Background: an optimization exercise with open tools, aiming at small area. Do not read the settings as production practice. Only simulation tests tie the RTL to the original design; equivalence was not proved.

==> module cordic_addx, before the edit <==
module cordic_addx
#(
   parameter int W  = 18,
   parameter int LO = 9
) (
   input  logic [W-1:0]  a,
   input  logic [LO-1:0] b,
   input  logic          bs,
   input  logic          ci,
   output logic [W-1:0]  s
);
   logic          c;
   logic [W-LO-1:0] ah, all1, all0;
   logic          inc, dec;
   cordic_addc #(.W(LO)) u_lo (.a(a[LO-1:0]), .b(b), .ci(ci), .s(s[LO-1:0]), .co(c));
   assign ah = a[W-1:LO];
   localparam int H  = W - LO;
   localparam int HL = (H > 16) ? 5 : (H > 8) ? 4 : (H > 4) ? 3 : (H > 2) ? 2 : 1;
   logic [HL:0][H-1:0] t1, t0;
   if (H > 1) begin : g_init
      assign t1[0] = {ah[H-2:0], 1'b1};
      assign t0[0] = {~ah[H-2:0], 1'b1};
   end else begin : g_init1
      assign t1[0] = 1'b1;
      assign t0[0] = 1'b1;
   end
   for (genvar l = 0; l < HL; l++) begin : g_lvl
      for (genvar j = 0; j < H; j++) begin : g_bit
         if (((j >> l) & 1) == 1) begin : g_op
            localparam int J = ((j >> l) << l) - 1;
            assign t1[l+1][j] = t1[l][j] & t1[l][J];
            assign t0[l+1][j] = t0[l][j] & t0[l][J];
         end else begin : g_pass
            assign t1[l+1][j] = t1[l][j];
            assign t0[l+1][j] = t0[l][j];
         end
      end
   end
   assign all1 = t1[HL];
   assign all0 = t0[HL];
   assign inc = c & !bs;
   assign dec = !c & bs;
   assign s[W-1:LO] = ah ^ (c ? (all1 & {(W-LO){!bs}}) : (all0 & {(W-LO){bs}}));
endmodule
==> module cordic_stage, before the edit <==
module cordic_stage
#(
   parameter int W     = 18,
   parameter int PW    = 32,
   parameter int SHIFT = 1
) (
   input  logic                clk,
   input  logic                mode_i,
   input  logic signed [W-1:0] x_i,
   input  logic signed [W-1:0] y_i,
   input  logic [PW-1:0]       z_i,
   output logic                mode_o,
   output logic signed [W-1:0] x_o,
   output logic signed [W-1:0] y_o,
   output logic [PW-1:0]       z_o
);
   localparam logic [PW-1:0] ATAN = PW'(cordic_pkg::ATAN_TAB[32*SHIFT +: 32] >> (32 - PW));
   localparam int ZLO = (ATAN >= 32'h1000_0000) ? 29 : (ATAN >= 32'h0800_0000) ? 28 :
                        (ATAN >= 32'h0400_0000) ? 27 : (ATAN >= 32'h0200_0000) ? 26 :
                        (ATAN >= 32'h0100_0000) ? 25 : (ATAN >= 32'h0080_0000) ? 24 :
                        (ATAN >= 32'h0040_0000) ? 23 : (ATAN >= 32'h0020_0000) ? 22 :
                        (ATAN >= 32'h0010_0000) ? 21 : (ATAN >= 32'h0008_0000) ? 20 :
                        (ATAN >= 32'h0004_0000) ? 19 : (ATAN >= 32'h0002_0000) ? 18 :
                        (ATAN >= 32'h0001_0000) ? 17 : (ATAN >= 32'h0000_8000) ? 16 :
                        (ATAN >= 32'h0000_4000) ? 15 : 14;
   localparam int XLO = W - SHIFT;
   logic          cw;
   logic [W-1:0]  x_d, y_d;
   logic [PW-1:0] z_d;
   assign cw = mode_i ? !y_i[W-1] : z_i[PW-1];
   cordic_addx #(.W(W), .LO(XLO)) u_ax (
      .a(x_i), .b(y_i[W-1:SHIFT] ^ {XLO{!cw}}), .bs(y_i[W-1] ^ !cw), .ci(!cw), .s(x_d));
   cordic_addx #(.W(W), .LO(XLO)) u_ay (
      .a(y_i), .b(x_i[W-1:SHIFT] ^ {XLO{cw}}),  .bs(x_i[W-1] ^ cw),  .ci(cw),  .s(y_d));
   cordic_addc #(.W(PW)) u_az (.a(z_i), .b(ATAN ^ {PW{!cw}}), .ci(!cw), .s(z_d), .co());
   always_ff @(posedge clk) begin
      mode_o <= mode_i;
      x_o    <= x_d;
      y_o    <= y_d;
      z_o    <= z_d;
   end
endmodule
Settings: LEC_CHECK=0, CAP_MARGIN=20, CORE_MARGIN=2, CORE_UTILIZATION=60, CTS_BUF_LIST=sky130_fd_sc_hd__clkbuf_8 sky130_fd_sc_hd__clkbuf_16, CTS_CLUSTER_DIAMETER=100, CTS_CLUSTER_SIZE=20, SLEW_MARGIN=20; clock period 4.6 ns.
run.sh (not shown) runs the stock make flow with config.mk's settings and CLKGATE_MAP_FILE= SYNTH_SCRIPT=/design/flow/synth_recipe.tcl, a recipe that flattens the netlist after the stock synthesis.
The first run ran to the end with no violations.
Next try:
--- a/flow/design.v
+++ b/flow/design.v
@@ -83,9 +83,8 @@
    output logic [W-1:0]  s
 );
    logic          c;
    logic [W-LO-1:0] ah, all1, all0;
-   logic          inc, dec;
    cordic_addc #(.W(LO)) u_lo (.a(a[LO-1:0]), .b(b), .ci(ci), .s(s[LO-1:0]), .co(c));
    assign ah = a[W-1:LO];
    localparam int H  = W - LO;
    localparam int HL = (H > 16) ? 5 : (H > 8) ? 4 : (H > 4) ? 3 : (H > 2) ? 2 : 1;
@@ -110,10 +109,8 @@
       end
    end
    assign all1 = t1[HL];
    assign all0 = t0[HL];
-   assign inc = c & !bs;
-   assign dec = !c & bs;
    assign s[W-1:LO] = ah ^ (c ? (all1 & {(W-LO){!bs}}) : (all0 & {(W-LO){bs}}));
 endmodule
 module cordic_stage
 #(
@@ -131,16 +128,8 @@
    output logic signed [W-1:0] y_o,
    output logic [PW-1:0]       z_o
 );
    localparam logic [PW-1:0] ATAN = PW'(cordic_pkg::ATAN_TAB[32*SHIFT +: 32] >> (32 - PW));
-   localparam int ZLO = (ATAN >= 32'h1000_0000) ? 29 : (ATAN >= 32'h0800_0000) ? 28 :
-                        (ATAN >= 32'h0400_0000) ? 27 : (ATAN >= 32'h0200_0000) ? 26 :
-                        (ATAN >= 32'h0100_0000) ? 25 : (ATAN >= 32'h0080_0000) ? 24 :
-                        (ATAN >= 32'h0040_0000) ? 23 : (ATAN >= 32'h0020_0000) ? 22 :
-                        (ATAN >= 32'h0010_0000) ? 21 : (ATAN >= 32'h0008_0000) ? 20 :
-                        (ATAN >= 32'h0004_0000) ? 19 : (ATAN >= 32'h0002_0000) ? 18 :
-                        (ATAN >= 32'h0001_0000) ? 17 : (ATAN >= 32'h0000_8000) ? 16 :
-                        (ATAN >= 32'h0000_4000) ? 15 : 14;
    localparam int XLO = W - SHIFT;
    logic          cw;
    logic [W-1:0]  x_d, y_d;
    logic [PW-1:0] z_d;
@@ -148,9 +137,12 @@
    cordic_addx #(.W(W), .LO(XLO)) u_ax (
       .a(x_i), .b(y_i[W-1:SHIFT] ^ {XLO{!cw}}), .bs(y_i[W-1] ^ !cw), .ci(!cw), .s(x_d));
    cordic_addx #(.W(W), .LO(XLO)) u_ay (
       .a(y_i), .b(x_i[W-1:SHIFT] ^ {XLO{cw}}),  .bs(x_i[W-1] ^ cw),  .ci(cw),  .s(y_d));
-   cordic_addc #(.W(PW)) u_az (.a(z_i), .b(ATAN ^ {PW{!cw}}), .ci(!cw), .s(z_d), .co());
+   logic [PW-1:0] zp, zm;
+   cordic_addc #(.W(PW)) u_zp (.a(z_i), .b(ATAN),  .ci(1'b0), .s(zp), .co());
+   cordic_addc #(.W(PW)) u_zm (.a(z_i), .b(~ATAN), .ci(1'b1), .s(zm), .co());
+   assign z_d = cw ? zp : zm;
    always_ff @(posedge clk) begin
       mode_o <= mode_i;
       x_o    <= x_d;
       y_o    <= y_d;
Effect: The changed run completed with no timing, DRC or antenna violations. Sequential cell count does not change. Setup slack degrades by 0.0058 ns. Global-route usage rises by 1.4 points. Count of clock-buffer cells in the layout rises by 1. Critical path depth falls by 1.

-- separate check: timing with driven ports --
The results above use ideal ports. As a check the final layouts listed here were re-extracted and re-timed, cells and wires unchanged. Step 1 sets driving cells, clkbuf_16 on the clock port and buf_2 on the other inputs (assumed; they add their load-dependent delay and slew). Step 2 also shifts input and output timing later by t, the mid clock arrival at the registers, as if the neighbouring blocks saw the same clock. a / b / c = no drivers / after step 1 / after step 2; a / b = the first two.
| run | t, ns | slack for setup (ns) | hold WS [ns] | latest minus earliest clock arrival (ns) |
|---|---|---|---|---|
| the first run | 0.738 | 0.291 / 0.291 / 0.007 | 0.169 / 0.118 / 0.352 | 0.023 / 0.023 |
| the second run | 0.741 | 0.285 / 0.285 / 0.105 | 0.331 / 0.284 / 0.331 | 0.028 / 0.028 |
After both steps every run listed still meets setup and hold. The setup slack of the first run, which loses most, moves by 0.000 ns with the drivers and by -0.284 ns with both steps.
